What follows belongs to an exercise in optimizing a design on an open flow for small area and a short achievable clock period; a production flow would make more cautious choices.
No run shown here included a check of the RTL's function; only the layout flow was run.
No activity file was given, so power comes from the tool's default toggle rates.

### flow/run.sh
#!/bin/bash
set -e
export BUFFER_PORTS_ARGS="-buffer_cell sky130_fd_sc_hd__buf_1"
bash standard.sh > standard.log 2>&1
### standard.sh
#!/bin/bash
# synth_recipe.tcl (not shown) runs the flow's synth.tcl, then flattens the netlist and writes it again
# the make line also repeats each setting of config.mk as NAME=value (left out here)
make -C /OpenROAD-flow-scripts/flow DESIGN_CONFIG=/design/flow/config.mk WORK_HOME=/design/flow/orfs CLKGATE_MAP_FILE= SYNTH_SCRIPT=/design/flow/synth_recipe.tcl "${@:-finish}"
### design.v
package doodlePkg;
	localparam logic [1:0] StMenu = 2'd0;
	localparam logic [1:0] StPlay = 2'd1;
	localparam logic [1:0] StPause = 2'd2;
	localparam logic [1:0] StOver = 2'd3;
	localparam logic [2:0] KcNone = 3'd0;
	localparam logic [2:0] KcLeftA = 3'd1;  
	localparam logic [2:0] KcLeftB = 3'd2;  
	localparam logic [2:0] KcRightA = 3'd3;  
	localparam logic [2:0] KcRightB = 3'd4;  
	localparam logic [2:0] KcStart = 3'd5;  
	localparam logic [2:0] KcPause = 3'd6;  
	localparam logic [7:0] SlotEasy = 8'd57;  
	localparam logic [7:0] SlotNormal = 8'd82;  
	localparam logic [7:0] SlotHard = 8'd107;  
endpackage
module keyDecoder
(
	input logic [7:0] keycode,
	input logic [2:0] lastKc,
	output logic [2:0] kc,  
	output logic leftKey,  
	output logic rightKey,
	output logic leftPress,  
	output logic rightPress,
	output logic startPress,
	output logic pausePress
);
	logic mLa, mLb, mRa, mRb, mS, mP;
	assign mLa = (keycode == 8'd4);
	assign mLb = (keycode == 8'd80);
	assign mRa = (keycode == 8'd7);
	assign mRb = (keycode == 8'd79);
	assign mS = (keycode == 8'd40);
	assign mP = (keycode == 8'd19);
	assign kc[0] = mLa | mRa | mS;
	assign kc[1] = mLb | mRa | mP;
	assign kc[2] = mRb | mS | mP;
	assign leftKey = mLa | mLb;
	assign rightKey = mRa | mRb;
	assign leftPress = (mLa & (lastKc != doodlePkg::KcLeftA)) | (mLb & (lastKc != doodlePkg::KcLeftB));
	assign rightPress = (mRa & (lastKc != doodlePkg::KcRightA)) | (mRb & (lastKc != doodlePkg::KcRightB));
	assign startPress = mS & (lastKc != doodlePkg::KcStart);
	assign pausePress = mP & (lastKc != doodlePkg::KcPause);
endmodule
module gameStateCtrl
(
	input logic [1:0] state,
	input logic [1:0] difficulty,
	input logic leftPress,
	input logic rightPress,
	input logic startPress,
	input logic pausePress,
	input logic floorHit,
	output logic [1:0] stateNext,
	output logic [1:0] difficultyNext
);
	always_comb
	begin
		stateNext = state;
		difficultyNext = difficulty;
		case (state)
			doodlePkg::StMenu:
			begin
				if (startPress)
					stateNext = doodlePkg::StPlay;
				if (rightPress)
					difficultyNext = (difficulty == 2'd0) ? 2'd1 : (difficulty == 2'd1) ? 2'd2 : 2'd0;
				else if (leftPress)
					difficultyNext = (difficulty == 2'd0) ? 2'd2 : (difficulty == 2'd2) ? 2'd1 : 2'd0;
			end
			doodlePkg::StPlay:
			begin
				if (floorHit)
					stateNext = doodlePkg::StOver;
				else if (pausePress)
					stateNext = doodlePkg::StPause;
			end
			doodlePkg::StPause:
			begin
				if (pausePress)
					stateNext = doodlePkg::StPlay;
			end
			default:
			begin
				if (startPress)
					stateNext = doodlePkg::StMenu;
			end
		endcase
	end
endmodule
module bitEq6
(
	input logic [5:0] a,
	input logic [5:0] b,
	output logic [5:0] eq
);
	assign eq = ~(a ^ b);
endmodule
module nand3Cell
(
	input logic a,
	input logic b,
	input logic c,
	output logic y
);
	assign y = ~(a & b & c);
endmodule
module nor3Cell
(
	input logic a,
	input logic b,
	input logic c,
	output logic y
);
	assign y = ~(a | b | c);
endmodule
module aoi22Cell
(
	input logic a,
	input logic b,
	input logic c,
	input logic d,
	output logic y
);
	assign y = ~((a & b) | (c & d));
endmodule
module aoi211Cell
(
	input logic a,
	input logic b,
	input logic c,
	input logic d,
	output logic y
);
	assign y = ~((a & b) | c | d);
endmodule
module nand2bCell
(
	input logic a,
	input logic bn,
	output logic y
);
	assign y = ~(a & ~bn);
endmodule
module geTree8
(
	input logic [7:0] a,
	input logic [7:0] nb,
	input logic c1,
	input logic c0,
	output logic ge
);
	logic [7:0] g, p;
	logic [3:0] g2, p2;
	logic [1:0] g4, p4;
	logic g8, p8;
	assign g = a & nb;
	assign p = a | nb;
	genvar i;
	generate
		for (i = 0; i < 4; i++)
		begin : gL1
			assign g2[i] = g[2*i+1] | (p[2*i+1] & g[2*i]);
			assign p2[i] = p[2*i+1] & p[2*i];
		end
		for (i = 0; i < 2; i++)
		begin : gL2
			assign g4[i] = g2[2*i+1] | (p2[2*i+1] & g2[2*i]);
			assign p4[i] = p2[2*i+1] & p2[2*i];
		end
	endgenerate
	assign g8 = g4[1] | (p4[1] & g4[0]);
	assign p8 = p4[1] & p4[0];
	assign ge = g8 | (p8 & c1 & c0);
endmodule
module ltTree8
(
	input logic [7:0] a,
	input logic [7:0] nb,
	input logic c,
	output logic lt
);
	logic ge;
	geTree8 t (.a(a), .nb(nb), .c1(c), .c0(1'b1), .ge(ge));
	assign lt = ~ge;
endmodule
module ge3
(
	input logic [2:0] a,
	input logic [2:0] nb,
	output logic ge
);
	logic c1, c2;
	assign c1 = a[0] | nb[0];
	assign c2 = (a[1] & nb[1]) | ((a[1] | nb[1]) & c1);
	assign ge = (a[2] & nb[2]) | ((a[2] | nb[2]) & c2);
endmodule
module le3
(
	input logic [2:0] a,
	input logic [2:0] nb,
	output logic le
);
	logic c1, c2;
	assign c1 = a[0] & nb[0];
	assign c2 = (a[1] & nb[1]) | ((a[1] | nb[1]) & c1);
	assign le = ~((a[2] & nb[2]) | ((a[2] | nb[2]) & c2));
endmodule
module objHit
(
	input logic [20:0] obj,  
	input logic [5:0] aH,  
	input logic [5:0] aH1,  
	input logic [2:0] naL,  
	input logic nmNeg,  
	input logic [7:0] nm,  
	input logic [7:0] nn,  
	output logic hit
);
	logic [9:0] ox, oy;
	logic [5:0] xa, xb;
	logic nA1, nA2, nB1, nB2, off, eqA, eqB, geL, leL, nY, loFail, hiFail;
	assign ox = obj[20:11];
	assign oy = obj[10:1];
	bitEq6 cXa (.a(oy[8:3]), .b(aH), .eq(xa));
	bitEq6 cXb (.a(oy[8:3]), .b(aH1), .eq(xb));
	nand3Cell cA1 (.a(xa[0]), .b(xa[1]), .c(xa[2]), .y(nA1));
	nand3Cell cA2 (.a(xa[3]), .b(xa[4]), .c(xa[5]), .y(nA2));
	nand3Cell cB1 (.a(xb[0]), .b(xb[1]), .c(xb[2]), .y(nB1));
	nand3Cell cB2 (.a(xb[3]), .b(xb[4]), .c(xb[5]), .y(nB2));
	nand2bCell cOff (.a(obj[0]), .bn(oy[9]), .y(off));  
	nor3Cell cEqA (.a(nA1), .b(nA2), .c(off), .y(eqA));
	nor3Cell cEqB (.a(nB1), .b(nB2), .c(off), .y(eqB));
	ge3 cGeL (.a(oy[2:0]), .nb(naL), .ge(geL));
	le3 cLeL (.a(oy[2:0]), .nb(naL), .le(leL));
	aoi22Cell cY (.a(eqA), .b(geL), .c(eqB), .d(leL), .y(nY));
	ltTree8 cLo (.a(ox[9:2]), .nb(nm), .c(ox[1]), .lt(loFail));
	geTree8 cHi (.a(ox[9:2]), .nb(nn), .c1(ox[1]), .c0(ox[0]), .ge(hiFail));
	aoi211Cell cHit (.a(nmNeg), .b(loFail), .c(nY), .d(hiFail), .y(hit));
endmodule
module hitDetector
(
	input logic [7:0] xk,  
	input logic [8:0] y,  
	input logic [167:0] platforms,  
	input logic [41:0] springs,
	output logic [7:0] platHit,
	output logic [1:0] springHit
);
	logic [8:0] yA;  
	logic [5:0] aH, aH1;
	logic [2:0] aL;
	assign yA = y + 9'd28;
	assign aL = yA[2:0];
	assign aH = yA[8:3];
	assign aH1 = aH + 6'd1;  
	logic [8:0] pM, sM;
	logic [7:0] pN, sN;
	assign pM = {1'b0, xk} - 9'd14;
	assign pN = xk + 8'd14;
	assign sM = {1'b0, xk} - 9'd10;
	assign sN = xk + 8'd10;
	genvar i;
	generate
		for (i = 0; i < 8; i++)
		begin : gPlat
			objHit test (.obj(platforms[i*21 +: 21]), .aH(aH), .aH1(aH1), .naL(~aL),
				.nmNeg(~pM[8]), .nm(~pM[7:0]), .nn(~pN), .hit(platHit[i]));
		end
		for (i = 0; i < 2; i++)
		begin : gSpring
			objHit test (.obj(springs[i*21 +: 21]), .aH(aH), .aH1(aH1), .naL(~aL),
				.nmNeg(~sM[8]), .nm(~sM[7:0]), .nn(~sN), .hit(springHit[i]));
		end
	endgenerate
endmodule
module motionNewY
(
	input logic [8:0] y,
	input logic [5:0] sp,
	output logic [8:0] newY
);
	assign newY = y + {{3{sp[5]}}, sp};
endmodule
module motionExcess
(
	input logic [8:0] newY,
	output logic below,
	output logic [7:0] excess
);
	assign below = (newY < 9'd240);
	assign excess = 8'd240 - newY[7:0];
endmodule
module motionScore
(
	input logic [19:0] score,
	input logic [7:0] excess,
	input logic clear,
	input logic add,
	output logic [19:0] scoreNext
);
	logic [8:0] lowSum;
	logic [11:0] highSum;
	assign lowSum = {1'b0, score[7:0]} + {1'b0, excess};
	assign highSum = score[19:8] + {11'd0, lowSum[8]};
	assign scoreNext = clear ? 20'd0 : add ? {highSum, lowSum[7:0]} : score;
endmodule
module motionX
(
	input logic [7:0] xk,
	input logic [1:0] difficulty,
	input logic leftKey,
	input logic rightKey,
	input logic toSlot,
	input logic steer,
	output logic [7:0] xkNext
);
	logic [7:0] tog, slot;
	logic upAll, dnAll, wrapLo, wrapHi, goLeft, goRight;
	logic [7:0] ones, zeros;
	assign goLeft = steer & leftKey;
	assign goRight = steer & ~leftKey & rightKey;
	always_comb
	begin
		ones[0] = 1'b1;
		zeros[0] = 1'b1;
		for (int i = 1; i < 8; i++)
		begin
			ones[i] = ones[i-1] & xk[i-1];
			zeros[i] = zeros[i-1] & ~xk[i-1];
		end
	end
	assign wrapLo = goLeft & (xk == 8'd0);
	assign wrapHi = goRight & (xk == 8'd159);
	assign tog = ({8{goRight}} & ones) | ({8{goLeft}} & zeros);
	always_comb
	begin
		case (difficulty)
			2'd0: slot = doodlePkg::SlotEasy;
			2'd1: slot = doodlePkg::SlotNormal;
			default: slot = doodlePkg::SlotHard;
		endcase
	end
	assign xkNext = toSlot ? slot : wrapLo ? 8'd159 : wrapHi ? 8'd0 : xk ^ tog;
endmodule
module motionFall
(
	input logic [5:0] sp,
	input logic gravStep,
	output logic [5:0] fallSpeed
);
	assign fallSpeed = (gravStep & (sp[5] | (sp < 6'd12))) ? sp + 6'd1 : sp;
endmodule
module doodleMotion
(
	input logic [1:0] state,
	input logic [1:0] difficulty,
	input logic leftKey,
	input logic rightKey,
	input logic platAny,
	input logic springAny,
	input logic [7:0] xk,  
	input logic [8:0] y,
	input logic [5:0] sp,  
	input logic [19:0] score,
	input logic [1:0] gravCnt,
	input logic prevMenu,  
	output logic [7:0] xkNext,
	output logic [8:0] yNext,
	output logic [5:0] spNext,
	output logic scrollingNext,  
	output logic [19:0] scoreNext,
	output logic [1:0] gravCntNext,
	output logic floorHit
);
	logic menu, play, enterPlay, move, falling, onFloor, gravStep, below, rising, doScroll;
	logic bounce, landed;
	logic [8:0] newY;
	logic [7:0] excess;
	logic [5:0] fallSpeed;
	assign menu = (state == doodlePkg::StMenu);
	assign play = (state == doodlePkg::StPlay);
	assign enterPlay = play & prevMenu;
	assign move = play & ~prevMenu;  
	assign falling = ~sp[5];
	assign onFloor = (y >= 9'd447);
	assign gravStep = (gravCnt == 2'd2);
	motionNewY addY (.y(y), .sp(sp), .newY(newY));
	motionExcess ex (.newY(newY), .below(below), .excess(excess));
	motionFall fall (.sp(sp), .gravStep(gravStep), .fallSpeed(fallSpeed));
	assign rising = sp[5] & below;  
	assign bounce = falling & onFloor;  
	assign landed = falling & (springAny | platAny | onFloor);
	assign floorHit = move & falling & ~springAny & ~platAny & onFloor;
	assign doScroll = move & ~landed & rising;
	motionX mx (.xk(xk), .difficulty(difficulty), .leftKey(leftKey), .rightKey(rightKey),
		.toSlot(menu), .steer(move & ~floorHit), .xkNext(xkNext));
	motionScore ms (.score(score), .excess(excess), .clear(menu | enterPlay), .add(doScroll),
		.scoreNext(scoreNext));
	assign scrollingNext = doScroll;
	always_comb
	begin
		yNext = y;
		spNext = sp;
		if (menu)
		begin
			if (bounce)
				spNext = 6'd52;  
			else
			begin
				yNext = newY;
				spNext = fallSpeed;
			end
		end
		else if (enterPlay)
		begin
			yNext = 9'd100;
			spNext = '0;
		end
		else if (move)
		begin
			if (falling & springAny)
				spNext = 6'd44;  
			else if (falling & platAny)
				spNext = 6'd52;  
			else if (~(falling & onFloor))
			begin
				spNext = fallSpeed;
				yNext = doScroll ? {1'b0, excess} : newY;  
			end
		end
	end
	assign gravCntNext = enterPlay ? 2'd0 : (menu | play) ? (gravStep ? 2'd0 : gravCnt + 2'd1) : gravCnt;
endmodule
module doodleGame
(
	input logic Reset,  
	input logic frame_clk,  
	input logic [7:0] keycode,
	input logic [167:0] platforms,  
	input logic [41:0] springs,  
	output logic [19:0] sprite,  
	output logic [9:0] speed,
	output logic [9:0] scroll,
	output logic [19:0] score,
	output logic [1:0] state,
	output logic [1:0] difficulty,
	output logic [7:0] platHit
);
	logic [2:0] lastKc, kc;
	logic [7:0] xk, xkNext;
	logic [8:0] y, yReg, yNext;
	logic scrolling, scrollingNext;
	logic [5:0] sp, spNext;
	logic [19:0] scoreNext;
	logic [1:0] gravCnt, gravCntNext, stateNext, difficultyNext;
	logic prevMenu;
	logic leftKey, rightKey, leftPress, rightPress, startPress, pausePress;
	logic floorHit;
	logic [1:0] springHit;
	keyDecoder keys
	(
		.keycode(keycode),
		.lastKc(lastKc),
		.kc(kc),
		.leftKey(leftKey),
		.rightKey(rightKey),
		.leftPress(leftPress),
		.rightPress(rightPress),
		.startPress(startPress),
		.pausePress(pausePress)
	);
	gameStateCtrl control
	(
		.state(state),
		.difficulty(difficulty),
		.leftPress(leftPress),
		.rightPress(rightPress),
		.startPress(startPress),
		.pausePress(pausePress),
		.floorHit(floorHit),
		.stateNext(stateNext),
		.difficultyNext(difficultyNext)
	);
	hitDetector detect
	(
		.xk(xk),
		.y(y),
		.platforms(platforms),
		.springs(springs),
		.platHit(platHit),
		.springHit(springHit)
	);
	doodleMotion motion
	(
		.state(state),
		.difficulty(difficulty),
		.leftKey(leftKey),
		.rightKey(rightKey),
		.platAny(|platHit),
		.springAny(|springHit),
		.xk(xk),
		.y(y),
		.sp(sp),
		.score(score),
		.gravCnt(gravCnt),
		.prevMenu(prevMenu),
		.xkNext(xkNext),
		.yNext(yNext),
		.spNext(spNext),
		.scrollingNext(scrollingNext),
		.scoreNext(scoreNext),
		.gravCntNext(gravCntNext),
		.floorHit(floorHit)
	);
	always_ff @(posedge Reset or posedge frame_clk)
	begin
		if (frame_clk)
		begin
			lastKc <= doodlePkg::KcNone;
			state <= doodlePkg::StMenu;
			difficulty <= 2'd1;
			xk <= doodlePkg::SlotNormal;
			yReg <= 9'd100;
			scrolling <= 1'b0;
			sp <= '0;
			score <= '0;
			gravCnt <= '0;
			prevMenu <= 1'b1;
		end
		else
		begin
			lastKc <= kc;
			state <= stateNext;
			difficulty <= difficultyNext;
			xk <= xkNext;
			yReg <= yNext;
			scrolling <= scrollingNext;
			sp <= spNext;
			score <= scoreNext;
			gravCnt <= gravCntNext;
			prevMenu <= (state == doodlePkg::StMenu);
		end
	end
	assign sprite = {xk, 2'b10, 1'b0, y};
	assign speed = {{4{sp[5]}}, sp};
	assign y = scrolling ? 9'd240 : yReg;
	assign scroll = scrolling ? {2'b00, yReg[7:0]} : 10'd0;
endmodule
### config.mk
export PLATFORM = sky130hd
export DESIGN_NAME = doodleGame
export DESIGN_NICKNAME = doodleGame
export VERILOG_FILES = /design/flow/design.v
export SDC_FILE = /design/flow/constraint.sdc
export NUM_CORES = 4
export LEC_CHECK = 0
export CAP_MARGIN = 20
export CORE_MARGIN = 2
export CORE_UTILIZATION = 40
export CTS_BUF_LIST = sky130_fd_sc_hd__clkbuf_4 sky130_fd_sc_hd__clkbuf_8
export SETUP_SLACK_MARGIN = 4
export SLEW_MARGIN = 20
export SYNTH_HIERARCHICAL = 1
export SYNTH_MINIMUM_KEEP_SIZE = 0
### constraint.sdc
create_clock -name core_clock -period 10.0 [get_ports {Reset}]
set_input_delay 2.0000 -clock core_clock [delete_from_list [all_inputs] [get_ports {Reset}]]
set_output_delay 2.0000 -clock core_clock [all_outputs]
set_load 0.01 [all_outputs]
==> results of run 1 <==
[layout make-up]
| type | count | area [sq um] | share of cell area |
|---|---|---|---|
| clock inverters | 2 | 12.5 | 0.00106 |
| repair inverters | 3 | 20.0 | 0.00169 |
| flip-flops and latches | 54 | 1370 | 0.115 |
| clock buffers | 6 | 82.6 | 0.00698 |
| inverters | 42 | 175 | 0.0148 |
| well taps | 324 | 405 | 0.0342 |
| multi-input cells | 1139 | 8430 | 0.712 |
| diodes | 6 | 15.0 | 0.00127 |
| repair buffers | 314 | 1330 | 0.113 |
[cell usage in the layout (no fill, tap or decap), types with 6 or more instances in the layout]
cell,synthesis,layout
sky130_fd_sc_hd__a211oi_1,30,30
sky130_fd_sc_hd__a211oi_2,14,12
sky130_fd_sc_hd__a21oi_1,80,79
sky130_fd_sc_hd__a222oi_1,20,20
sky130_fd_sc_hd__a22oi_1,30,30
sky130_fd_sc_hd__a22oi_2,20,20
sky130_fd_sc_hd__a31oi_1,45,44
sky130_fd_sc_hd__and2_2,6,6
sky130_fd_sc_hd__buf_1,2,286
sky130_fd_sc_hd__buf_4,12,24
sky130_fd_sc_hd__clkbuf_8,0,6
sky130_fd_sc_hd__conb_1,12,25
sky130_fd_sc_hd__dfrtp_1,46,45
sky130_fd_sc_hd__dfstp_2,8,7
sky130_fd_sc_hd__diode_2,0,6
sky130_fd_sc_hd__ha_1,24,23
sky130_fd_sc_hd__inv_1,39,36
sky130_fd_sc_hd__maj3_2,20,20
sky130_fd_sc_hd__mux2i_1,15,15
sky130_fd_sc_hd__nand2_1,68,67
sky130_fd_sc_hd__nand2b_1,18,18
sky130_fd_sc_hd__nand3_1,52,52
sky130_fd_sc_hd__nand4_1,7,7
sky130_fd_sc_hd__nor2_1,49,49
sky130_fd_sc_hd__nor2b_1,9,9
sky130_fd_sc_hd__nor3_1,22,22
sky130_fd_sc_hd__nor3_2,20,20
sky130_fd_sc_hd__o211ai_1,23,23
sky130_fd_sc_hd__o21ai_0,108,107
sky130_fd_sc_hd__o21ai_1,44,44
sky130_fd_sc_hd__o22ai_1,26,26
sky130_fd_sc_hd__o2bb2a_4,10,10
sky130_fd_sc_hd__o31ai_1,43,43
sky130_fd_sc_hd__or2_2,6,6
sky130_fd_sc_hd__xnor2_1,152,147
sky130_fd_sc_hd__xor2_1,24,21
[through the flow]
step	setup slack (ns)	hold WS, ns	util	power (mW)
after global placement	3.11	0.509	0.468	3.80
after floorplan	4.05	0.493	-	3.07
final	4.18	0.536	0.487	4.34
after detailed placement	2.85	0.513	0.469	3.86
after CTS	4.01	0.539	0.482	4.23
after global routing	3.97	0.552	0.487	4.72
[sequential cells by signal, summed over array words and instances (netlist names)]
register and flops:
sp 6, difficulty 2, prevMenu 1, gravCnt 2
xk 8, state 2, yReg 9, scrolling 1
lastKc 3, score 20
[report_power, final]
group | total [mW] | internal [mW] | leakage [nW] | switching [mW]
Clock | 0.135 | 0.0560 | 0.0472 | 0.0786
Sequential | 0.415 | 0.282 | 0.691 | 0.133
Combinational | 3.79 | 1.63 | 3.08 | 2.16
[per-module statistics from Yosys, one instance, submodules excluded, a selection]
module	cells inside	flops+latches	cell area, sq um	copies in the design
le3	3	0	38.8	10
hitDetector	88	0	578	1
ltTree8	2	0	7.51	10
doodleGame	89	54	1600	1
motionFall	18	0	138	1
nand3Cell	1	0	5.00	40
geTree8	18	0	115	20
doodleMotion	113	0	786	1
keyDecoder	35	0	239	1
aoi211Cell	1	0	12.5	10
motionNewY	41	0	345	1
ge3	4	0	22.5	10
gameStateCtrl	19	0	128	1
motionExcess	19	0	138	1
aoi22Cell	1	0	12.5	10
motionScore	110	0	772	1
[cell families after synthesis]
kind of cell / after synthesis / share of synthesized area
other: 12 / 0.00454
DFF: 54 / 0.137
muxes: 22 / 0.0238
buffers and inverters: 73 / 0.0383
AOI/OAI and AO/OA: 545 / 0.390
adders and majority gates: 46 / 0.0570
xor gates and xnor gates: 176 / 0.155
and+or+nand+nor: 323 / 0.194
[worst register-to-register path, stage by stage, from the launching register on]
cell,delay (ns)
sky130_fd_sc_hd__dfrtp_2,0.53
sky130_fd_sc_hd__and2b_4,0.32
sky130_fd_sc_hd__buf_4,0.25
sky130_fd_sc_hd__nor3_1,0.11
sky130_fd_sc_hd__xnor2_1,0.33
sky130_fd_sc_hd__inv_1,0.43
sky130_fd_sc_hd__xnor2_4,0.28
sky130_fd_sc_hd__buf_4,0.21
sky130_fd_sc_hd__xnor2_1,0.17
sky130_fd_sc_hd__nand3_1,0.10
sky130_fd_sc_hd__nor3_2,0.18
sky130_fd_sc_hd__a22oi_2,0.11
sky130_fd_sc_hd__a211oi_2,0.29
sky130_fd_sc_hd__nor4_1,0.12
sky130_fd_sc_hd__nand2_1,0.25
sky130_fd_sc_hd__nor2_1,0.18
sky130_fd_sc_hd__a21oi_1,0.52
sky130_fd_sc_hd__nand4_1,0.25
sky130_fd_sc_hd__or2_1,0.32
sky130_fd_sc_hd__a2111oi_1,0.49
sky130_fd_sc_hd__o31ai_1,0.12
[what timing repair did]
item	4_1_cts	5_1_grt
setup buffers	11	4
endpoints found under the hold margin	0	0
pin swaps	3	1
gates resized for setup	15	9
setup endpoints to repair	30	13
gates cloned	3	2
[final timing paths]
kind,from,endpoint,slack (ns)
min in group asynchronous,frame_clk,xk[5],1.85
worst max register to register,scrolling,xk[6],4.37
worst min-delay path,gravCnt[0],gravCnt[1],0.54
worst min register to register,gravCnt[0],gravCnt[1],0.54
max in group asynchronous,frame_clk,scrolling,7.65
worst max-delay path,scrolling,platHit[5],4.18
[metal layers]
metal | up-vias | part of all wire
met3 | 60 | 0.070
met5 | - | 0.00075
met1 | 5421 | 0.43
met4 | 4 | 0.026
met2 | 443 | 0.47
li1 | 5460 | -
==> qor.csv, run 1 <==
metric,value,unit
run_status,timing/DRC/antenna clean,
grt_max_degree,55,
timing.critical_path.slowest_cell_delay,0.53,ns
num_rows,57,
final.setup.tns,0,ns
drtIter0Drc,982,
synth_top_area_share,0.134,
grt_busiest_layer,met2,
postSynthCellCount,1251,
grt_usage,0.261,
synth.ff_latch_count,54,
area_delta_synth_final,19.3,%
synthesis.area_per_instance,7.93,sq um
cp_cell_sequence,and2b_4 > buf_4 > nor3_1 > xnor2_1 > inv_1 > xnor2_4 > buf_4 > xnor2_1 > nand3_1 > nor3_2 > a22oi_2 > a211oi_2 > buf_1,
end_kind,output port,
startpoint_type,flop,
final_gp_congestion,0.958,
synth.area.top_cells,"sky130_fd_sc_hd__xnor2_1 (13%), sky130_fd_sc_hd__dfrtp_1 (12%), sky130_fd_sc_hd__o21ai_0 (5.4%)",
numPlacedInstances,1856,
slew_viol_final,0,
worst_ir_drop_vdd,0.230,mV
estimated_wirelength_of_the_detail_placed_design,26200,microns
core_area,24300,sq um
wirelength,35900,microns
placed_instance_area,11400,sq um
timing.critical_path.max_delay_family,buffers and inverters,
use_met2,0.437,
powerDensity,367,nW/um^2
antenna_found_initial,8,
stdcell_area,11800,sq um
drv.max_cap_violation_count,0,
period_share,0.582,
ys_warn_count,10,
setup.worst_path.class,reg -> out,
final_nets,1805,
min-delay-path-class,reg -> reg,
cts_root_buffer,sky130_fd_sc_hd__clkbuf_8,
drcViolationCount,0,
worst_path_required_time,8.00,ns
fmax,172,MHz
cts_tree,built,
cts_max_level,2,
synth.yosys.seq_area_share,0.137,
layout.cells.non_filler,1890,
holdBufCountCts,0,
rr_worst_depth,20,
hold_depth,1,
postRouteAntennaNets,0,
cp.depth,13,
drt_first_pass_iters,7,
via_count,11400,
final_hold_violations,0,
power.leakage,3.82,nW
dieWidth,162,microns
worstPathBufferInverterCount,4,
synth_area,9920,sq um
clock-sinks,54,
layout_min_cycle_time,5.82,ns
ctsLongestPathBuffers,2,
worst_setup_skew_after_layout,0.00989,ns
worst_skew_pair.late_latency,0.32,ns
crit_arrival,3.82,ns
synth_ff_type,sky130_fd_sc_hd__dfrtp_1,
first_global_vias,10400,
setup_repair_after_global_routing_missed_its_margin,no,
worst_pin_slew,1.19,ns
synth_enable_flop_cells,0,
floorplan.initialDensity,0.408,
place.port_buffers,286,
synth_largest_area_cell,sky130_fd_sc_hd__xnor2_1,
worstPathMaxFanout,19,
io_pins,292,
grt_util_met1,0.344,
slew-limit-headroom,0.204,
share_of_final_layout_standard_cells_stronger_than_drive_strength_1,0.138,
async_flop_share,1.00,
die-area,26100,sq um
synth_commonest_cells,"sky130_fd_sc_hd__xnor2_1 (152), sky130_fd_sc_hd__o21ai_0 (108), sky130_fd_sc_hd__a21oi_1 (80)",
crit_slowest_cell,sky130_fd_sc_hd__dfrtp_2,
gr-total-overflow,0,
post-synth-top-count-cell,sky130_fd_sc_hd__xnor2_1,
final.fill_count,2477,
detail_route.wl_per_cell,19.0,microns
vias_per_inst,6.03,
die_h,162,microns
numCtsBuffers,5,
yosys.cell_types.count,104,
grt_first_pass_wirelength,55500,microns
setup-violations-final,0,
globalRouteMet3Util,0.0370,
path_clk_slew,0.10,ns
==> run 2, diff against run 1 <==
--- a/design.v
+++ b/design.v
@@ -242,16 +242,14 @@
 module hitDetector
 (
 	input logic [7:0] xk,  
-	input logic [8:0] y,  
+	input logic [8:0] yA,  
 	input logic [167:0] platforms,  
 	input logic [41:0] springs,
 	output logic [7:0] platHit,
 	output logic [1:0] springHit
 );
-	logic [8:0] yA;  
 	logic [5:0] aH, aH1;
 	logic [2:0] aL;
-	assign yA = y + 9'd28;
 	assign aL = yA[2:0];
 	assign aH = yA[8:3];
 	assign aH1 = aH + 6'd1;  
@@ -281,7 +279,18 @@
 	input logic [5:0] sp,
 	output logic [8:0] newY
 );
-	assign newY = y + {{3{sp[5]}}, sp};
+	logic [9:0] c;
+	assign c[0] = 1'b0;
+	genvar i;
+	generate
+		for (i = 0; i < 9; i++)
+		begin : gBit
+			logic b;
+			assign b = sp[(i < 5) ? i : 5];
+			assign newY[i] = y[i] ^ b ^ c[i];
+			assign c[i+1] = (y[i] & b) | (y[i] & c[i]) | (b & c[i]);
+		end
+	endgenerate
 endmodule
 module motionExcess
 (
@@ -289,22 +298,8 @@
 	output logic below,
 	output logic [7:0] excess
 );
-	assign below = (newY < 9'd240);
-	assign excess = 8'd240 - newY[7:0];
-endmodule
-module motionScore
-(
-	input logic [19:0] score,
-	input logic [7:0] excess,
-	input logic clear,
-	input logic add,
-	output logic [19:0] scoreNext
-);
-	logic [8:0] lowSum;
-	logic [11:0] highSum;
-	assign lowSum = {1'b0, score[7:0]} + {1'b0, excess};
-	assign highSum = score[19:8] + {11'd0, lowSum[8]};
-	assign scoreNext = clear ? 20'd0 : add ? {highSum, lowSum[7:0]} : score;
+	assign below = (newY < 9'd268);
+	assign excess = 8'd12 - newY[7:0];  
 endmodule
 module motionX
 (
@@ -361,16 +356,15 @@
 	input logic platAny,
 	input logic springAny,
 	input logic [7:0] xk,  
-	input logic [8:0] y,
+	input logic [8:0] y,  
 	input logic [5:0] sp,  
-	input logic [19:0] score,
 	input logic [1:0] gravCnt,
 	input logic prevMenu,  
 	output logic [7:0] xkNext,
 	output logic [8:0] yNext,
 	output logic [5:0] spNext,
-	output logic scrollingNext,  
-	output logic [19:0] scoreNext,
+	output logic [7:0] scrollNext,
+	output logic clearScore,  
 	output logic [1:0] gravCntNext,
 	output logic floorHit
 );
@@ -384,7 +378,7 @@
 	assign enterPlay = play & prevMenu;
 	assign move = play & ~prevMenu;  
 	assign falling = ~sp[5];
-	assign onFloor = (y >= 9'd447);
+	assign onFloor = (y >= 9'd475);  
 	assign gravStep = (gravCnt == 2'd2);
 	motionNewY addY (.y(y), .sp(sp), .newY(newY));
 	motionExcess ex (.newY(newY), .below(below), .excess(excess));
@@ -396,9 +390,8 @@
 	assign doScroll = move & ~landed & rising;
 	motionX mx (.xk(xk), .difficulty(difficulty), .leftKey(leftKey), .rightKey(rightKey),
 		.toSlot(menu), .steer(move & ~floorHit), .xkNext(xkNext));
-	motionScore ms (.score(score), .excess(excess), .clear(menu | enterPlay), .add(doScroll),
-		.scoreNext(scoreNext));
-	assign scrollingNext = doScroll;
+	assign clearScore = menu | enterPlay;
+	assign scrollNext = doScroll ? excess : 8'd0;
 	always_comb
 	begin
 		yNext = y;
@@ -415,7 +408,7 @@
 		end
 		else if (enterPlay)
 		begin
-			yNext = 9'd100;
+			yNext = 9'd128;  
 			spNext = '0;
 		end
 		else if (move)
@@ -427,7 +420,7 @@
 			else if (~(falling & onFloor))
 			begin
 				spNext = fallSpeed;
-				yNext = doScroll ? {1'b0, excess} : newY;  
+				yNext = rising ? 9'd268 : newY;  
 			end
 		end
 	end
@@ -450,10 +443,11 @@
 );
 	logic [2:0] lastKc, kc;
 	logic [7:0] xk, xkNext;
-	logic [8:0] y, yReg, yNext;
-	logic scrolling, scrollingNext;
+	logic [8:0] ya, yNext;  
 	logic [5:0] sp, spNext;
-	logic [19:0] scoreNext;
+	logic [7:0] scroll8, scrollNext;
+	logic [19:0] scoreBase;  
+	logic clearScore;
 	logic [1:0] gravCnt, gravCntNext, stateNext, difficultyNext;
 	logic prevMenu;
 	logic leftKey, rightKey, leftPress, rightPress, startPress, pausePress;
@@ -486,7 +480,7 @@
 	hitDetector detect
 	(
 		.xk(xk),
-		.y(y),
+		.yA(ya),
 		.platforms(platforms),
 		.springs(springs),
 		.platHit(platHit),
@@ -501,16 +495,15 @@
 		.platAny(|platHit),
 		.springAny(|springHit),
 		.xk(xk),
-		.y(y),
+		.y(ya),
 		.sp(sp),
-		.score(score),
 		.gravCnt(gravCnt),
 		.prevMenu(prevMenu),
 		.xkNext(xkNext),
 		.yNext(yNext),
 		.spNext(spNext),
-		.scrollingNext(scrollingNext),
-		.scoreNext(scoreNext),
+		.scrollNext(scrollNext),
+		.clearScore(clearScore),
 		.gravCntNext(gravCntNext),
 		.floorHit(floorHit)
 	);
@@ -522,10 +515,10 @@
 			state <= doodlePkg::StMenu;
 			difficulty <= 2'd1;
 			xk <= doodlePkg::SlotNormal;
-			yReg <= 9'd100;
-			scrolling <= 1'b0;
+			ya <= 9'd128;  
 			sp <= '0;
-			score <= '0;
+			scroll8 <= '0;
+			scoreBase <= '0;
 			gravCnt <= '0;
 			prevMenu <= 1'b1;
 		end
@@ -535,16 +528,42 @@
 			state <= stateNext;
 			difficulty <= difficultyNext;
 			xk <= xkNext;
-			yReg <= yNext;
-			scrolling <= scrollingNext;
+			ya <= yNext;
 			sp <= spNext;
-			score <= scoreNext;
+			scroll8 <= scrollNext;
+			scoreBase <= clearScore ? 20'd0 : score;
 			gravCnt <= gravCntNext;
 			prevMenu <= (state == doodlePkg::StMenu);
 		end
 	end
-	assign sprite = {xk, 2'b10, 1'b0, y};
+	scoreAdd addScore (.base(scoreBase), .step(scroll8), .score(score));
+	logic [8:0] yOut;
+	ySub28 outY (.ya(ya), .y(yOut));
+	assign sprite = {xk, 2'b10, 1'b0, yOut};
 	assign speed = {{4{sp[5]}}, sp};
-	assign y = scrolling ? 9'd240 : yReg;
-	assign scroll = scrolling ? {2'b00, yReg[7:0]} : 10'd0;
+	assign scroll = {2'b00, scroll8};
+endmodule
+module scoreAdd
+(
+	input logic [19:0] base,
+	input logic [7:0] step,
+	output logic [19:0] score
+);
+	logic [8:0] low;
+	logic [11:0] carry;
+	assign low = {1'b0, base[7:0]} + {1'b0, step};
+	always_comb
+	begin
+		carry[0] = low[8];
+		for (int i = 1; i < 12; i++)
+			carry[i] = carry[i-1] & base[8+i-1];
+	end
+	assign score = {base[19:8] ^ carry, low[7:0]};
+endmodule
+module ySub28
+(
+	input logic [8:0] ya,
+	output logic [8:0] y
+);
+	assign y = ya - 9'd28;
 endmodule
--- a/config.mk
+++ b/config.mk
@@ -9,7 +9,7 @@
 export CORE_MARGIN = 2
 export CORE_UTILIZATION = 40
 export CTS_BUF_LIST = sky130_fd_sc_hd__clkbuf_4 sky130_fd_sc_hd__clkbuf_8
-export SETUP_SLACK_MARGIN = 4
+export SETUP_SLACK_MARGIN = 4.5
 export SLEW_MARGIN = 20
 export SYNTH_HIERARCHICAL = 1
 export SYNTH_MINIMUM_KEEP_SIZE = 0
==> run 2 against run 1 <==
  * Still clean on timing, DRC and antenna
  * Synthesized area is 3.1% lower
  * Synthesized cell count is 7.2% lower
  * Non-clock buffer count is 10 higher
  * Clock power is 92% higher
  * Maximum frequency is 0.95% higher
  * Clock-buffer cell count is 6 higher
  * Combinational power is 36% lower
  * Critical endpoint is now score[19]
  * Largest cell class unchanged
  * Largest power group unchanged
==> qor.csv, run 2 <==
metric,value,unit,change
worst_pin_slew,0.953,ns,was 1.19 ns
drcViolationCount,0,,unchanged
die-area,25300,sq um,was 26100 sq um
drt_first_pass_iters,6,,was 7
power.leakage,4.14,nW,was 3.82 nW
holdBufCountCts,0,,unchanged
final_hold_violations,0,,unchanged
worst_path_required_time,8.00,ns,about the same
cts_tree,built,,unchanged
floorplan.initialDensity,0.408,,about the same
synth.area.top_cells,"sky130_fd_sc_hd__dfrtp_1 (14%), sky130_fd_sc_hd__xnor2_1 (12%), sky130_fd_sc_hd__o21ai_0 (5.2%)",,"was sky130_fd_sc_hd__xnor2_1 (13%), sky130_fd_sc_hd__dfrtp_1 (12%), sky130_fd_sc_hd__o21ai_0 (5.4%)"
die_h,159,microns,was 162 microns
final_gp_congestion,0.893,,was 0.958
setup.worst_path.class,reg -> out,,unchanged
worstPathMaxFanout,2,,was 19
comb_power_share,0.771,,was 0.873
detailedPlace.worstSlack,4.22,ns,was 2.85 ns
total_power,3.15,mW,was 4.34 mW
powerDensity,263,nW/um^2,was 367 nW/um^2
setup-violations-final,0,,unchanged
share_of_final_layout_standard_cells_stronger_than_drive_strength_1,0.190,,was 0.138
min-delay-path-class,reg -> reg,,unchanged
numCtsBuffers,9,,was 5
wirelength,32700,microns,was 35900 microns
clock-sinks,61,,was 54
final_cell_mix,"sky130_fd_sc_hd__buf_1 (231), sky130_fd_sc_hd__xnor2_1 (131), sky130_fd_sc_hd__o21ai_0 (99)",,"was sky130_fd_sc_hd__buf_1 (286), sky130_fd_sc_hd__xnor2_1 (147), sky130_fd_sc_hd__o21ai_0 (107)"
antenna_found_initial,2,,was 8
end_kind,output port,,unchanged
worst_setup_skew_after_layout,0.0174,ns,was 0.00989 ns
final_nets,1736,,was 1805
final.setup.tns,0,ns,unchanged
detail_route.wl_per_cell,18.1,microns,was 19.0 microns
io_pins,292,,unchanged
layout_min_cycle_time,5.76,ns,was 5.82 ns
ctsLongestPathBuffers,2,,unchanged
gr-total-overflow,0,,unchanged
utilization,0.509,,was 0.487
fin_worst_setup_slack,4.24,ns,was 4.18 ns
core_area,23500,sq um,was 24300 sq um
slew_viol_final,0,,unchanged
final.fill_count,2384,,was 2477
first_global_vias,9552,,was 10.4k
worstReg2RegEnd,ya[2],,was xk[6]
pwr-share-clk,0.082,,was 0.031
vias_per_inst,5.83,,was 6.03
hold_path.startpoint,gravCnt[1],,was gravCnt[0]
reg_top3,"scoreBase: 20 flops, ya: 9 flops",,"was score: 20 flops, yReg: 9 flops, xk: 8 flops"
synth.ff_latch_count,61,,was 54
mostFrequentLayoutCell,sky130_fd_sc_hd__buf_1,,unchanged
synth_ff_type,sky130_fd_sc_hd__dfrtp_1,,unchanged
cell_internal_power,1.51,mW,was 1.97 mW
dieWidth,159,microns,was 162 microns
slew-limit-headroom,0.360,,was 0.204
postSynthCellCount,1161,,was 1251
postRouteAntennaNets,0,,unchanged
num_rows,56,,was 57
synth.yosys.seq_area_share,0.160,,was 0.137
place.port_buffers,286,,unchanged
switching_share,0.521,,was 0.546
synth_largest_area_cell,sky130_fd_sc_hd__dfrtp_1,,was sky130_fd_sc_hd__xnor2_1
top_register,scoreBase,,was score
cts_root_buffer,sky130_fd_sc_hd__clkbuf_8,,unchanged
synth_enable_flop_cells,0,,unchanged
via_count,10500,,was 11.4k
drv.max_cap_violation_count,0,,unchanged
period_share,0.576,,was 0.582
grt_usage,0.243,,was 0.261
setup_repair_after_global_routing_missed_its_margin,yes,,was no
placed_instance_area,11200,sq um,was 11400 sq um
grt_max_degree,62,,was 55
yosys.cell_types.count,102,,was 104
ys_warn_count,11,,was 10
total_switching_power,1.64,mW,was 2.37 mW
startpoint_type,flop,,unchanged
synth_area,9610,sq um,was 9920 sq um
reg2reg_slack,5.08,ns,was 4.37 ns
stdcell_area,12000,sq um,was 11800 sq um
rr_worst_depth,14,,was 20
largest_register_ffs,20,,unchanged
synthesis.area_per_instance,8.28,sq um,was 7.93 sq um
synth_top_area_share,0.143,,was 0.134
grt_first_pass_wirelength,50800,microns,was 55500 microns
post-synth-top-count-cell,sky130_fd_sc_hd__xnor2_1,,unchanged
async_flop_share,1.00,,unchanged
area_occupied_by_multi_input_gates,8080,sq um,was 8430 sq um
critical_path.reg2reg.startpoint,ya[0],,was scrolling
run_status,timing/DRC/antenna clean,,unchanged
path_clk_slew,0.08,ns,was 0.10 ns
cts_max_level,3,,was 2
estimated_wirelength_of_the_detail_placed_design,24200,microns,was 26200 microns
fmax,174,MHz,was 172 MHz
worst_ir_drop_vdd,0.151,mV,was 0.230 mV
hold_end,gravCnt[1],,unchanged
drtIter0Drc,707,,was 982
hold_depth,1,,unchanged
regArea,1540,sq um,was 1370 sq um
crit_arrival,3.76,ns,was 3.82 ns
area_delta_synth_final,24.6,%,was 19.3%
worst_skew_pair.late_latency,0.37,ns,was 0.32 ns
pwr-share-seq,0.147,,was 0.096
synth_commonest_cells,"sky130_fd_sc_hd__xnor2_1 (136), sky130_fd_sc_hd__o21ai_0 (100), sky130_fd_sc_hd__a21oi_1 (77)",,"was sky130_fd_sc_hd__xnor2_1 (152), sky130_fd_sc_hd__o21ai_0 (108), sky130_fd_sc_hd__a21oi_1 (80)"
-- run 2: worst max-delay path, stage by stage (launching register included) --
cell	delay, ns
sky130_fd_sc_hd__dfrtp_1	0.38
sky130_fd_sc_hd__ha_2	0.19
sky130_fd_sc_hd__fa_2	0.36
sky130_fd_sc_hd__a21oi_2	0.18
sky130_fd_sc_hd__nor2_2	0.06
sky130_fd_sc_hd__nor2_2	0.11
sky130_fd_sc_hd__o21ai_2	0.08
sky130_fd_sc_hd__ha_2	0.19
sky130_fd_sc_hd__ha_4	0.16
sky130_fd_sc_hd__ha_4	0.16
sky130_fd_sc_hd__ha_4	0.15
sky130_fd_sc_hd__ha_4	0.15
sky130_fd_sc_hd__ha_4	0.15
sky130_fd_sc_hd__ha_4	0.15
sky130_fd_sc_hd__ha_4	0.15
sky130_fd_sc_hd__ha_4	0.16
sky130_fd_sc_hd__ha_4	0.16
sky130_fd_sc_hd__ha_4	0.15
sky130_fd_sc_hd__xor2_2	0.13
sky130_fd_sc_hd__buf_2	0.14
-- run 2: what timing repair did --
item	4_1_cts	5_1_grt
pin swaps	22	50
buffers inserted	6	11
gates cloned	0	0
endpoints found under the setup margin	14	13
resized for setup	58	92
-- run 2: modules after synthesis, one instance, submodules excluded, excerpt --
module	flip-flops and latches	times used	cell area, sq um	cells
nand3Cell	0	40	5.00	1
doodleMotion	0	1	727	104
nand2bCell	0	10	6.26	1
scoreAdd	0	1	499	55
ySub28	0	1	109	13
bitEq6	0	20	52.6	6
hitDetector	0	1	488	67
motionExcess	0	1	138	22
ge3	0	10	22.5	4
aoi22Cell	0	10	12.5	1
doodleGame	61	1	1770	100
le3	0	10	38.8	3
motionNewY	0	1	176	9
ltTree8	0	10	7.51	2
aoi211Cell	0	10	12.5	1
-- run 2: stage by stage --
stage                     std cells  hold slack [ns]
after global placement         1773            0.520
final                          1809            0.528
after CTS                      1795            0.531
after global routing           1808            0.552
after detailed placement       1773            0.517
after floorplan                1174            0.495
-- run 2: layout make-up --
cell class / instances / share of cell area
diodes: 3 / 0.000627
clock buffers: 12 / 0.0133
clock inverters: 4 / 0.00585
inverters: 40 / 0.0125
multi-input cells: 1046 / 0.674
flip-flops and latches: 61 / 0.129
well taps: 319 / 0.0333
repair buffers: 324 / 0.131
-- run 2: how the worst max path moves through the flow --
stage,start,end,slack (ns),depth (start not counted)
floorplan,scroll8[0],score[19],4.53,18
global placement,scroll8[0],score[19],4.29,19
detailed placement,scoreBase[0],score[19],4.22,19
CTS,scroll8[0],score[19],4.19,19
global route,scoreBase[0],score[19],4.13,19
finish,scoreBase[0],score[19],4.24,19
-- run 2: cell families after synthesis --
kind of cell	Yosys count	share of synthesized area
mux	4	0.00482
fa+ha+maj	54	0.0739
compound gates	531	0.398
other cells	12	0.00469
buf+inv	67	0.0358
flops	61	0.160
simple gates	270	0.174
xor+xnor	162	0.149
-- run 2: metal layers --
metal	part of all wire	GRT usage	vias up
met2	0.48	0.422	372
met1	0.44	0.318	4959
li1	-	-	5178
met4	0.013	0.0550	0
met3	0.062	0.0406	35
met5	0	0	-
-- run 2: power by group through the flow --
stage | clock network, mW | registers (mW) | logic (mW)
5_1_grt | 0.276 | 0.476 | 2.67
3_3_place_gp | 0 | 0.483 | 2.29
4_1_cts | 0.263 | 0.472 | 2.36
3_5_place_dp | 0 | 0.484 | 2.31
2_1_floorplan | 0 | 0.478 | 1.74
6_report | 0.259 | 0.463 | 2.43
==> run 3, diff against run 2 <==
--- a/design.v
+++ b/design.v
@@ -507,33 +507,43 @@
 		.gravCntNext(gravCntNext),
 		.floorHit(floorHit)
 	);
+	localparam logic [1:0] DiffRst = 2'd1;
+	localparam logic [8:0] YaRst = 9'd128;  
+	logic [1:0] diffQ;
+	logic [7:0] xkQ;
+	logic [8:0] yaQ;
+	logic notPrevMenu;
+	assign difficulty = diffQ ^ DiffRst;
+	assign xk = xkQ ^ doodlePkg::SlotNormal;
+	assign ya = yaQ ^ YaRst;
+	assign prevMenu = ~notPrevMenu;
 	always_ff @(posedge Reset or posedge frame_clk)
 	begin
 		if (frame_clk)
 		begin
 			lastKc <= doodlePkg::KcNone;
 			state <= doodlePkg::StMenu;
-			difficulty <= 2'd1;
-			xk <= doodlePkg::SlotNormal;
-			ya <= 9'd128;  
+			diffQ <= '0;
+			xkQ <= '0;
+			yaQ <= '0;
 			sp <= '0;
 			scroll8 <= '0;
 			scoreBase <= '0;
 			gravCnt <= '0;
-			prevMenu <= 1'b1;
+			notPrevMenu <= 1'b0;
 		end
 		else
 		begin
 			lastKc <= kc;
 			state <= stateNext;
-			difficulty <= difficultyNext;
-			xk <= xkNext;
-			ya <= yNext;
+			diffQ <= difficultyNext ^ DiffRst;
+			xkQ <= xkNext ^ doodlePkg::SlotNormal;
+			yaQ <= yNext ^ YaRst;
 			sp <= spNext;
 			scroll8 <= scrollNext;
 			scoreBase <= clearScore ? 20'd0 : score;
 			gravCnt <= gravCntNext;
-			prevMenu <= (state == doodlePkg::StMenu);
+			notPrevMenu <= (state != doodlePkg::StMenu);
 		end
 	end
 	scoreAdd addScore (.base(scoreBase), .step(scroll8), .score(score));
==> run 3 against run 2 <==
  * Sequential share of layout area down 0.20 points
  * Maximum frequency rose by 0.49%
  * Highest routed layer is now met5
  * Critical endpoint unchanged
  * Still clean on timing, DRC and antenna
  * Synthesized cell count rose by 1.5%
  * Clock skew decreased by 0.0024 ns
  * Largest cell class unchanged
==> qor.csv, run 3 <==
metric,value,unit,change
postSynthCellCount,1178,,was 1161
worst_pin_slew,1.05,ns,was 0.953 ns
cts_tree,built,,unchanged
path_clk_slew,0.07,ns,was 0.08 ns
synth-compound-area-share,0.395,,was 0.398
setup.worst_path.class,reg -> out,,unchanged
slew-limit-headroom,0.300,,was 0.360
detail_route.wl_per_cell,18.1,microns,about the same
cts_root_buffer,sky130_fd_sc_hd__clkbuf_8,,unchanged
drtIter0Drc,959,,was 707
end_kind,output port,,unchanged
hold_depth,1,,unchanged
estimated_wirelength_of_the_detail_placed_design,23800,microns,was 24200 microns
power.leakage,4.18,nW,was 4.14 nW
synth.ff_latch_count,61,,unchanged
top_register,scoreBase,,unchanged
die-area,25500,sq um,was 25300 sq um
total_power,3.16,mW,was 3.15 mW
main_combinational_cell_family_by_area_after_synthesis,compound AO/OA/AOI/OAI gates,,unchanged
synth_enable_flop_cells,0,,unchanged
floorplan.initialDensity,0.411,,was 0.408
stdcell_area,12100,sq um,was 12000 sq um
cts_max_level,3,,unchanged
timing.critical_path.max_delay_family,adder cells,,unchanged
cp.depth,19,,unchanged
crit_slowest_cell,sky130_fd_sc_hd__dfrtp_1,,unchanged
switching_share,0.536,,was 0.521
place.port_buffers,286,,unchanged
run_status,timing/DRC/antenna clean,,unchanged
num_rows,56,,unchanged
synth_area,9700,sq um,was 9610 sq um
synth_ff_type,sky130_fd_sc_hd__dfrtp_1,,unchanged
rr_worst_depth,22,,was 14
drcViolationCount,0,,unchanged
powerDensity,262,nW/um^2,was 263 nW/um^2
synth_mux_area_frac,0.00477,,was 0.00482
setup-violations-final,0,,unchanged
grt_usage,0.246,,was 0.243
worst_setup_skew_after_layout,0.0150,ns,was 0.0174 ns
core_area,23600,sq um,was 23500 sq um
yosys.area_share.simple,0.173,,was 0.174
holdBufCountCts,0,,unchanged
first_global_vias,9762,,was 9552
layout_min_cycle_time,5.73,ns,was 5.76 ns
pwr-share-clk,0.071,,was 0.082
adder_cell_area_share_of_the_yosys_netlist,0.0733,,was 0.0739
pwr-share-seq,0.134,,was 0.147
regArea,1530,sq um,was 1540 sq um
setup_repair_after_global_routing_missed_its_margin,yes,,unchanged
ys_warn_count,11,,unchanged
wirelength,33100,microns,was 32700 microns
synth_commonest_cells,"sky130_fd_sc_hd__xnor2_1 (136), sky130_fd_sc_hd__o21ai_0 (100), sky130_fd_sc_hd__a21oi_1 (76)",,"was sky130_fd_sc_hd__xnor2_1 (136), sky130_fd_sc_hd__o21ai_0 (100), sky130_fd_sc_hd__a21oi_1 (77)"
period_share,0.573,,was 0.576
largest_register_ffs,20,,unchanged
postRouteAntennaNets,0,,unchanged
final_gp_congestion,0.891,,was 0.893
synth.area.top_cells,"sky130_fd_sc_hd__dfrtp_1 (16%), sky130_fd_sc_hd__xnor2_1 (12%), sky130_fd_sc_hd__o21ai_0 (5.2%)",,"was sky130_fd_sc_hd__dfrtp_1 (14%), sky130_fd_sc_hd__xnor2_1 (12%), sky130_fd_sc_hd__o21ai_0 (5.2%)"
post-synth-top-count-cell,sky130_fd_sc_hd__xnor2_1,,unchanged
final.fill_count,2341,,was 2384
grt_first_pass_wirelength,51600,microns,was 50800 microns
placed_instance_area,11200,sq um,about the same
yosys.area_share.xor_xnor,0.148,,was 0.149
worstPathBufferInverterCount,1,,unchanged
final_nets,1756,,was 1736
total_switching_power,1.69,mW,was 1.64 mW
startpoint_type,flop,,unchanged
synth.yosys.seq_area_share,0.157,,was 0.160
clock-sinks,61,,unchanged
synth_largest_area_cell,sky130_fd_sc_hd__dfrtp_1,,unchanged
cp_cell_sequence,ha_4 > fa_2 > a21oi_2 > nor2_1 > nor2_2 > o21ai_2 > ha_2 > ha_4 > ha_4 > ha_4 > ha_4 > ha_4 > ha_4 > ha_4 > ha_4 > ha_4 > ha_4 > xor2_2 > buf_2,,was ha_2 > fa_2 > a21oi_2 > nor2_2 > nor2_2 > o21ai_2 > ha_2 > ha_4 > ha_4 > ha_4 > ha_4 > ha_4 > ha_4 > ha_4 > ha_4 > ha_4 > ha_4 > xor2_2 > buf_2
final.setup.tns,0,ns,unchanged
area_occupied_by_multi_input_gates,8130,sq um,was 8080 sq um
share_of_final_layout_standard_cells_stronger_than_drive_strength_1,0.192,,was 0.190
reg_top3,"scoreBase: 20 flops, yaQ: 9 flops",,"was scoreBase: 20 flops, ya: 9 flops"
gr-total-overflow,0,,unchanged
final_hold_violations,0,,unchanged
async_flop_share,1.00,,unchanged
worst_skew_pair.late_latency,0.35,ns,was 0.37 ns
min-delay-path-class,reg -> reg,,unchanged
dieWidth,160,microns,was 159 microns
area_delta_synth_final,24.4,%,was 24.6%
timing.critical_path.slowest_cell_delay,0.41,ns,was 0.38 ns
antenna_found_initial,3,,was 2
crit_arrival,3.73,ns,was 3.76 ns
yosys.cell_types.count,101,,was 102
ctsLongestPathBuffers,2,,unchanged
numCtsBuffers,9,,unchanged
fmax,174,MHz,about the same
drv.max_cap_violation_count,0,,unchanged
grt_max_degree,62,,unchanged
io_pins,292,,unchanged
worstPathMaxFanout,2,,unchanged
vias_per_inst,5.84,,was 5.83
worst_path_required_time,8.00,ns,about the same
slew_viol_final,0,,unchanged
crit_path_top_cell_by_count,sky130_fd_sc_hd__ha_4,,unchanged
cell_internal_power,1.47,mW,was 1.51 mW
mostFrequentLayoutCell,sky130_fd_sc_hd__buf_1,,unchanged
comb_power_share,0.795,,was 0.771
drt_first_pass_iters,7,,was 6
die_h,160,microns,was 159 microns
via_count,10700,,was 10.5k
synthesis.area_per_instance,8.23,sq um,was 8.28 sq um
final_cell_mix,"sky130_fd_sc_hd__buf_1 (233), sky130_fd_sc_hd__xnor2_1 (132), sky130_fd_sc_hd__o21ai_0 (98)",,"was sky130_fd_sc_hd__buf_1 (231), sky130_fd_sc_hd__xnor2_1 (131), sky130_fd_sc_hd__o21ai_0 (99)"
synth_top_area_share,0.157,,was 0.143
worst_ir_drop_vdd,0.147,mV,was 0.151 mV
## run 3: cell count changes after synthesis, sizes merged
cell,previous run,this run
buf,24,30
dfrtp,55,61
dfstp,6,0
inv,40,51
nor2,29,28
or2,6,7
## run 3: cell families after synthesis
group	Yosys count
adders and majority gates	54
muxes	4
other	12
and+or+nand+nor	270
DFF	61
buffers and inverters	84
xor gates and xnor gates	162
AOI/OAI and AO/OA	531
## run 3: stage by stage
step | worst slack (ns) | util | std cells | hold slack, ns
4_1_cts | 4.17 | 0.497 | 1812 | 0.543
6_report | 4.27 | 0.511 | 1827 | 0.536
3_5_place_dp | 3.69 | 0.474 | 1782 | 0.527
5_1_grt | 4.12 | 0.511 | 1826 | 0.558
3_3_place_gp | 3.84 | 0.473 | 1782 | 0.515
2_1_floorplan | 4.53 | - | 1191 | 0.495
## run 3: worst reg2reg max path: stages, from the launching register on
cell	delay, ns
sky130_fd_sc_hd__dfrtp_1	0.52
sky130_fd_sc_hd__clkinvlp_4	0.20
sky130_fd_sc_hd__inv_1	0.12
sky130_fd_sc_hd__ha_4	0.32
sky130_fd_sc_hd__clkinvlp_4	0.28
sky130_fd_sc_hd__buf_4	0.29
sky130_fd_sc_hd__o21ai_0	0.26
sky130_fd_sc_hd__a211oi_2	0.10
sky130_fd_sc_hd__o21ai_1	0.15
sky130_fd_sc_hd__o21ai_1	0.09
sky130_fd_sc_hd__maj3_2	0.30
sky130_fd_sc_hd__inv_1	0.09
sky130_fd_sc_hd__a211oi_4	0.07
sky130_fd_sc_hd__nor4_1	0.33
sky130_fd_sc_hd__nand2_1	0.25
sky130_fd_sc_hd__o21ba_2	0.32
sky130_fd_sc_hd__o21ai_2	0.19
sky130_fd_sc_hd__inv_1	0.16
sky130_fd_sc_hd__nor3b_2	0.23
sky130_fd_sc_hd__and4bb_1	0.23
sky130_fd_sc_hd__o21a_1	0.17
sky130_fd_sc_hd__o31ai_1	0.22
sky130_fd_sc_hd__inv_1	0.06
## run 3: final cells by class
| class | count | share of cell area |
|---|---|---|
| multi-input combinational | 1048 | 0.674 |
| timing repair buffer | 329 | 0.132 |
| sequential | 61 | 0.127 |
| tap | 319 | 0.0331 |
| inverter | 51 | 0.0168 |
| clock buffer | 10 | 0.0114 |
| clock inverter | 6 | 0.00519 |
| timing repair inverter | 2 | 0.00104 |
| antenna | 1 | 0.000207 |
## run 3: power groups by stage
stage / combinational, mW / clock (mW) / sequential (mW)
final: 2.51 / 0.224 / 0.422
after global routing: 2.76 / 0.240 / 0.435
after CTS: 2.44 / 0.231 / 0.417
after detailed placement: 2.41 / 0 / 0.418
after global placement: 2.38 / 0 / 0.417
after floorplan: 1.80 / 0 / 0.423
## run 3: path summary, 6_finish.rpt
kind / from / end / slack, ns
min in group asynchronous: frame_clk / lastKc[1] / 1.84
hold reg to reg: gravCnt[0] / gravCnt[1] / 0.54
setup / recovery: scroll8[0] / score[19] / 4.27
setup reg to reg: xkQ[1] / xkQ[4] / 4.93
max in group asynchronous: frame_clk / yaQ[5] / 7.58
hold / removal: gravCnt[0] / gravCnt[1] / 0.54
## run 3: metal layers
metal	wire length [microns]	GRT usage
met1	14500	0.329
met2	15700	0.415
met3	2330	0.0403
met4	495	0.0550
met5	27	0
## run 3: modules after synthesis, one instance, submodules excluded, excerpt
module / cells inside / cell area [sq um] / flip-flops and latches
nand3Cell: 1 / 5.00 / 0
motionExcess: 22 / 138 / 0
le3: 3 / 38.8 / 0
ltTree8: 2 / 7.51 / 0
nand2bCell: 1 / 6.26 / 0
aoi22Cell: 1 / 12.5 / 0
ySub28: 13 / 109 / 0
nor3Cell: 1 / 10.0 / 0
geTree8: 18 / 115 / 0
aoi211Cell: 1 / 12.5 / 0
motionFall: 18 / 138 / 0
doodleGame: 117 / 1860 / 61
ge3: 4 / 22.5 / 0
## run 3: what timing repair did
action / 4_1_cts / 5_1_grt
pin swaps: 21 / 49
setup buffers: 12 / 12
endpoints found under the setup margin: 45 / 19
resized for setup: 55 / 97
cloned: 2 / 2

[static timing again, ports no longer ideal]
How much do the figures lean on ideal ports? The routed layouts below were timed once more, with nothing changed but the port constraints.
Step 1, drivers: a clkbuf_16 drives Reset and a buf_2 each remaining input, both assumed.
Step 2 moves the port delays by t, midway between the first and last clock arrival at a register: inputs arrive t later, outputs are due t later. That takes back most of the time a late clock gives input paths.
a / b / c = no drivers / after step 1 / after step 2; a / b = the first two.
run	t (ns)	setup slack, ns	worst data-port slew with drivers (ns)
run 1	0.344	4.185 / 4.152 / 4.147	0.10
run 2	0.395	4.240 / 4.208 / 4.448	0.09
run 3	0.371	4.268 / 4.235 / 4.415	0.08
After both steps every run listed still meets setup and hold. The setup slack of run 1, which loses most, moves by -0.033 ns with the drivers and by -0.038 ns with both steps.
